This is an optimization exercise on Yosys and OpenROAD, whose aim is small area, a short achievable clock period and few clock cycles per item, not a production implementation.
Function was checked by simulation only, so behaviour that the tests miss may differ from the original.
No activity file was given, so power comes from the tool's default toggle rates.

## execute_mc
module execute_mc #(
  parameter int N      = 64,
  parameter int MUL_EN = 1
) (
  input  logic         clk,
  input  logic         reset,
  input  logic         valid_E,
  input  logic         flush_E,
  input  logic         AluSrc,
  input  logic [3:0]   AluControl,
  input  logic         MulOp,
  input  logic [N-1:0] PC_E,
  input  logic [N-1:0] signImm_E,
  input  logic [N-1:0] readData1_E,
  input  logic [N-1:0] readData2_E,
  output logic         stall_E,
  output logic [N-1:0] PCBranch_M,
  output logic [N-1:0] aluResult_M,
  output logic [N-1:0] writeData_M,
  output logic         zero_M,
  output logic         valid_M
);
  logic [2:0] cnt_q;      
  logic        busy_q;     
  logic        fin_q;      
  logic        cpa_q;      
  logic        valid_q;
  logic [63:0] S_q, C_q, A_q, PCB_q;
  logic        P_q;
  logic [5:0]  done_q, dtwo_q, dneg_q;
  logic        mul_go, accept, last_step;
  logic [63:0] a, b, bsel;
  assign a    = readData1_E;
  assign b    = readData2_E;
  assign bsel = AluSrc ? signImm_E : readData2_E;
  ...
Size in the first run: ~280 flip-flops, roughly 460 I/O pins, ~41000 µm² of cells after synthesis.
Settings: LEC_CHECK=0, ABC_AREA=1, CAP_MARGIN=20, CORE_MARGIN=2, CORE_UTILIZATION=55, SETUP_SLACK_MARGIN=3.7, SLEW_MARGIN=20, TNS_END_PERCENT=5; clock period 7.0 ns.
run.sh (not shown) runs the stock make flow with config.mk's settings and CLKGATE_MAP_FILE= SYNTH_SCRIPT=/design/flow/synth_recipe.tcl, a recipe that flattens the netlist after the stock synthesis.
The first run completed with no timing, DRC or antenna violations.
Testbench counts at the start, summed over its fixed seeds: cycles 38,096, instrs 24,000.
Change:
==> flow/flow/run.sh (new file) <==
#!/bin/bash
export BUFFER_PORTS_ARGS="-buffer_cell sky130_fd_sc_hd__buf_1"
export RECOVER_POWER=100
bash standard.sh > standard.log 2>&1
==> flow/standard.sh (new file) <==
#!/bin/bash
# synth_recipe.tcl (not shown) runs the flow's synth.tcl, then flattens the netlist and writes it again
# the make line also repeats each setting of config.mk as NAME=value (left out here)
make -C /OpenROAD-flow-scripts/flow DESIGN_CONFIG=/design/flow/config.mk WORK_HOME=/design/flow/orfs CLKGATE_MAP_FILE= SYNTH_SCRIPT=/design/flow/synth_recipe.tcl "${@:-finish}"
- ABC_AREA: 1 -> default
- SETUP_SLACK_MARGIN: 3.7 -> 3.8
removed: flow/run.sh
The new run reached the layout checks and failed them: capacitance limit, slew limit.
Via count goes down by 12%.
Sequential power goes up by 9.7%.
Clock power goes down by about 6%.
Design area goes down by 12%.
Core utilization goes down by 8.1 points.
Change:
==> flow/run.sh (new file) <==
#!/bin/bash
# synth_recipe.tcl (not shown) runs the flow's synth.tcl, then flattens the netlist and writes it again
# the make line also repeats each setting of config.mk as NAME=value (left out here)
make -C /OpenROAD-flow-scripts/flow DESIGN_CONFIG=/design/flow/config.mk WORK_HOME=/design/flow/orfs CLKGATE_MAP_FILE= SYNTH_SCRIPT=/design/flow/synth_recipe.tcl finish
removed: flow/flow/run.sh
removed: flow/standard.sh
What happened: The changed run went through all stages and came out clean; setup slack improved by 1400 ps; hold slack improved by 49 ps; power barely changes; sequential power is about the same; global-route usage climbs by 0.19 points; sequential share of layout area drops by 0.99 points; die area stays the same.

---

Setup of the baseline:
Another version of the RTL of execute_mc (not shown whole).
For scale: about 5100 cells after synthesis, roughly 460 I/O pins, ~39000 um2 of cells after synthesis.
Settings: LEC_CHECK=0, ABC_AREA=1, CAP_MARGIN=20, CORE_MARGIN=2, CORE_UTILIZATION=66, SETUP_SLACK_MARGIN=3.7, SLEW_MARGIN=20, TNS_END_PERCENT=5; clock period 7.0 ns.
standard.sh (not shown) runs the stock make flow with config.mk's settings and CLKGATE_MAP_FILE= SYNTH_SCRIPT=/design/flow/synth_recipe.tcl, a recipe that flattens the netlist after the stock synthesis.
==> flow/flow/run.sh <==
#!/bin/bash
set -euo pipefail
export BUFFER_PORTS_ARGS="-buffer_cell sky130_fd_sc_hd__buf_1"
R=orfs/results/sky130hd/execute_mc/base
bash standard.sh MATCH_CELL_FOOTPRINT=0 synth > synth.log 2>&1
cp $R/1_2_yosys.v $R/1_2_yosys.synth.v
python3 flow/polarity.py $R/1_2_yosys.synth.v $R/1_2_yosys.v > polarity.log 2>&1
rm -f $R/1_synth.odb
bash standard.sh MATCH_CELL_FOOTPRINT=0 finish > finish.log 2>&1
Other scripts of this flow, unchanged in this note and not shown: flow/flow/polarity.py
Stage in which a tool error killed the baseline: global routing (5_1_grt).
Testbench counts of the baseline, summed over its fixed seeds: cycles 38,096, instrs 24,000.
For the candidate, these inputs were changed with respect to the baseline:
- a change of CORE_UTILIZATION from 66 to 55
## What came out
The baseline is listed as incomplete: the tool reported an error in global routing (5_1_grt) and the run ended there. The candidate: all stages complete, timing, DRC and antenna checks passed. Diff the baseline..the candidate | synthesized area per cell | negligible. The candidate vs the baseline: cell area reported after detailed placement up slightly. On height of the chip, the higher figure sits with the candidate, not the baseline.

---

execute_mc, a different RTL version from the one above (not shown whole).
Size in the first run: roughly 5,100 cells after synthesis, about 460 I/O pins.
Design execute_mc, start of the top module:
module execute_mc #(
  parameter int N      = 64,
  parameter int MUL_EN = 1
) (
  input  logic         clk,
  input  logic         reset,
  input  logic         valid_E,
  input  logic         flush_E,
  input  logic         AluSrc,
  input  logic [3:0]   AluControl,
  input  logic         MulOp,
  input  logic [N-1:0] PC_E,
  input  logic [N-1:0] signImm_E,
  input  logic [N-1:0] readData1_E,
  input  logic [N-1:0] readData2_E,
  output logic         stall_E,
  output logic [N-1:0] PCBranch_M,
  output logic [N-1:0] aluResult_M,
  output logic [N-1:0] writeData_M,
  output logic         zero_M,
  output logic         valid_M
);
  localparam int K = 5;
  logic [2:0] cnt_q;      
  logic        busy_q;     
  logic        fin_q;      
  logic        valid_q;
  logic [63:0] S_q, C_q, A_q, PCB_q;
  logic        ci_q, P_q;
  logic [5:0]  done_q, dtwo_q, dneg_q;
  logic        mul_go, accept;
  logic        last_step;
  logic [63:0] a, b, bsel;
  assign a = readData1_E;
  assign b = readData2_E;
  assign bsel = AluSrc ? signImm_E : readData2_E;
  assign mul_go  = valid_E & MulOp & ~flush_E & ~reset;
  assign stall_E = MulOp & ~fin_q;
  assign accept  = valid_E & ~flush_E & ~reset & (~MulOp | fin_q);
  assign valid_M     = valid_q;
  assign writeData_M = A_q;
  assign PCBranch_M  = PCB_q;
  logic [63:0] os_p, os_g, os_s;
  assign os_p = S_q ^ C_q;
  assign os_g = S_q & C_q;
  wire os_g0c = os_g[0] | (os_p[0] & ci_q);
  wire os_G1 = os_g[1] | (os_p[1] & os_g[0]) | (os_p[1] & os_p[0] & ci_q);
  wire os_P1 = os_p[1] & os_p[0];
  ...
clock: 7.0 ns
lec_check: 0
abc_area: 1
cap_margin: 20
core_margin: 2
core_utilization: 55
setup_slack_margin: 3.7
slew_margin: 20
tns_end_percent: 5
Scripts as last shown in full above: flow/flow/run.sh
Other scripts of this flow, unchanged in this note and not shown: flow/flow/polarity.py
Testbench counts at the start, summed over its fixed seeds: cycles 35,101, instrs 24,000.
Change:
CORE_UTILIZATION = 62   (was 55)
Effect: Hold slack is worse by 0.0074 ns; via count increases by 1.6%; wire length shrinks by 3.5%; area after synthesis stays the same; power is higher by 4.2%; die area came out lower by 11%; non-clock buffer count drops by 12; utilization rose by 7.2 points; sequential share of layout area is about the same.

---

execute_mc, a different RTL version from the one above (not shown whole).
For scale: ~5300 cells after synthesis.
clock: 7.0 ns
lec_check: 0
cap_margin: 20
core_margin: 2
core_utilization: 40
slew_margin: 20
run.sh (not shown) runs the stock make flow with config.mk's settings and CLKGATE_MAP_FILE= SYNTH_SCRIPT=/design/flow/synth_recipe.tcl, a recipe that flattens the netlist after the stock synthesis.
Stock flow here: none of the scripts above is used.
Testbench counts at the start, summed over its fixed seeds: cycles 38,975, instrs 24,000.
Next try:
- ABC_AREA: unset -> 1
- ABC_CLOCK_PERIOD_IN_PS: unset -> 3400
- SETUP_SLACK_MARGIN: unset -> 3.6
The new run finished with timing, DRC and antenna clean.
Via count goes up by 24%.
Sequential power decreases by about 2%.
Core utilization came out higher by 11 points.
Combinational power came out higher by 35%.
Setup slack is better by 2.2 ns.
Design area is higher by 25%.
Wire length came out higher by 30%.

---

execute_mc with an RTL version that a note above also has.
For scale: ~5,100 cells after synthesis, about 460 I/O pins, roughly 39,000 um2 of cells after synthesis.
==> flow/design.v (excerpt) <==
module execute_mc #(
  parameter int N      = 64,
  parameter int MUL_EN = 1
) (
  input  logic         clk,
  input  logic         reset,
  input  logic         valid_E,
  input  logic         flush_E,
  input  logic         AluSrc,
  input  logic [3:0]   AluControl,
  input  logic         MulOp,
  input  logic [N-1:0] PC_E,
  input  logic [N-1:0] signImm_E,
  input  logic [N-1:0] readData1_E,
  input  logic [N-1:0] readData2_E,
  output logic         stall_E,
  output logic [N-1:0] PCBranch_M,
  output logic [N-1:0] aluResult_M,
  output logic [N-1:0] writeData_M,
  output logic         zero_M,
  output logic         valid_M
);
export LEC_CHECK = 0
export ABC_AREA = 1
export CAP_MARGIN = 20
export CORE_MARGIN = 2
export CORE_UTILIZATION = 55
export SETUP_SLACK_MARGIN = 3.8
export SLEW_MARGIN = 20
export TNS_END_PERCENT = 30
create_clock -name core_clock -period 7.0 [get_ports {clk}]
standard.sh (not shown) runs the stock make flow with config.mk's settings and CLKGATE_MAP_FILE= SYNTH_SCRIPT=/design/flow/synth_recipe.tcl, a recipe that flattens the netlist after the stock synthesis.
Scripts as last shown in full above: flow/flow/run.sh
Other scripts of this flow, unchanged in this note and not shown: flow/flow/polarity.py
The baseline passed the timing, DRC and antenna checks.
Testbench counts at the start, summed over its fixed seeds: cycles 38,096, instrs 24,000.
Edit:
CORE_UTILIZATION = 62   (was 55)
SETUP_SLACK_MARGIN = 3.7   (was 3.8)
TNS_END_PERCENT = 5   (was 30)
Outcome: The changed run finished with timing, DRC and antenna clean; register-to-register slack stays flat; non-clock buffer count goes down by 144; combinational power goes down by about 10%; global-route usage goes up by 0.94 points; hold slack loses 0.024 ns; count of clock-buffer cells in the layout does not change; routed wire length goes down by 10%; synthesized area does not change; setup slack gains 0.013 ns; sequential power goes down by about 2%.
Edit:
CORE_UTILIZATION = 70   (was 62)
Result: This time the run stopped in global routing; area after synthesis does not change; synthesized cell count stays the same.

## separate check: timing with driven ports
How much do the figures lean on ideal ports? The routed layouts below were timed once more, with nothing changed but the port constraints.
Step 1 assumes that a clkbuf_16 drives the clock port and a buf_2 every other input.
Step 2 times the ports against the registers' clock, not the clock port: input delays grow and output delays shrink by t, the midpoint of the rising clock arrivals with the driver on.
Three values: no drivers, after step 1, after step 2; two values: the first two.
run | t, ns | slack for setup (ns) | pins driven straight from the clock port
the first run of note 1 | 0.683 | 3.107 / 3.039 / 2.413 | 1
the second run of note 1 | 0.641 | 1.070 / 1.098 / 0.456 | 1
the third run of note 1 | 0.653 | 2.493 / 2.290 / 1.637 | 1
the candidate | 0.667 | 3.116 / 3.043 / 2.682 | 1
the first run of note 3 | 0.635 | 2.769 / 2.709 / 2.545 | 1
the second run of note 3 | 0.637 | 2.635 / 2.571 / 2.645 | 1
the first run of note 4 | 0.667 | 0.672 / 0.599 / 1.267 | 1
the second run of note 4 | 0.693 | 2.834 / 2.757 / 2.924 | 1
the first run of note 5 | 0.660 | 3.099 / 3.099 / 2.561 | 1
the second run of note 5 | 0.663 | 3.112 / 3.109 / 2.527 | 1
For the third run of note 1, which loses most, drivers alone change the setup slack by -0.203 ns; drivers and shift together by -0.856 ns.
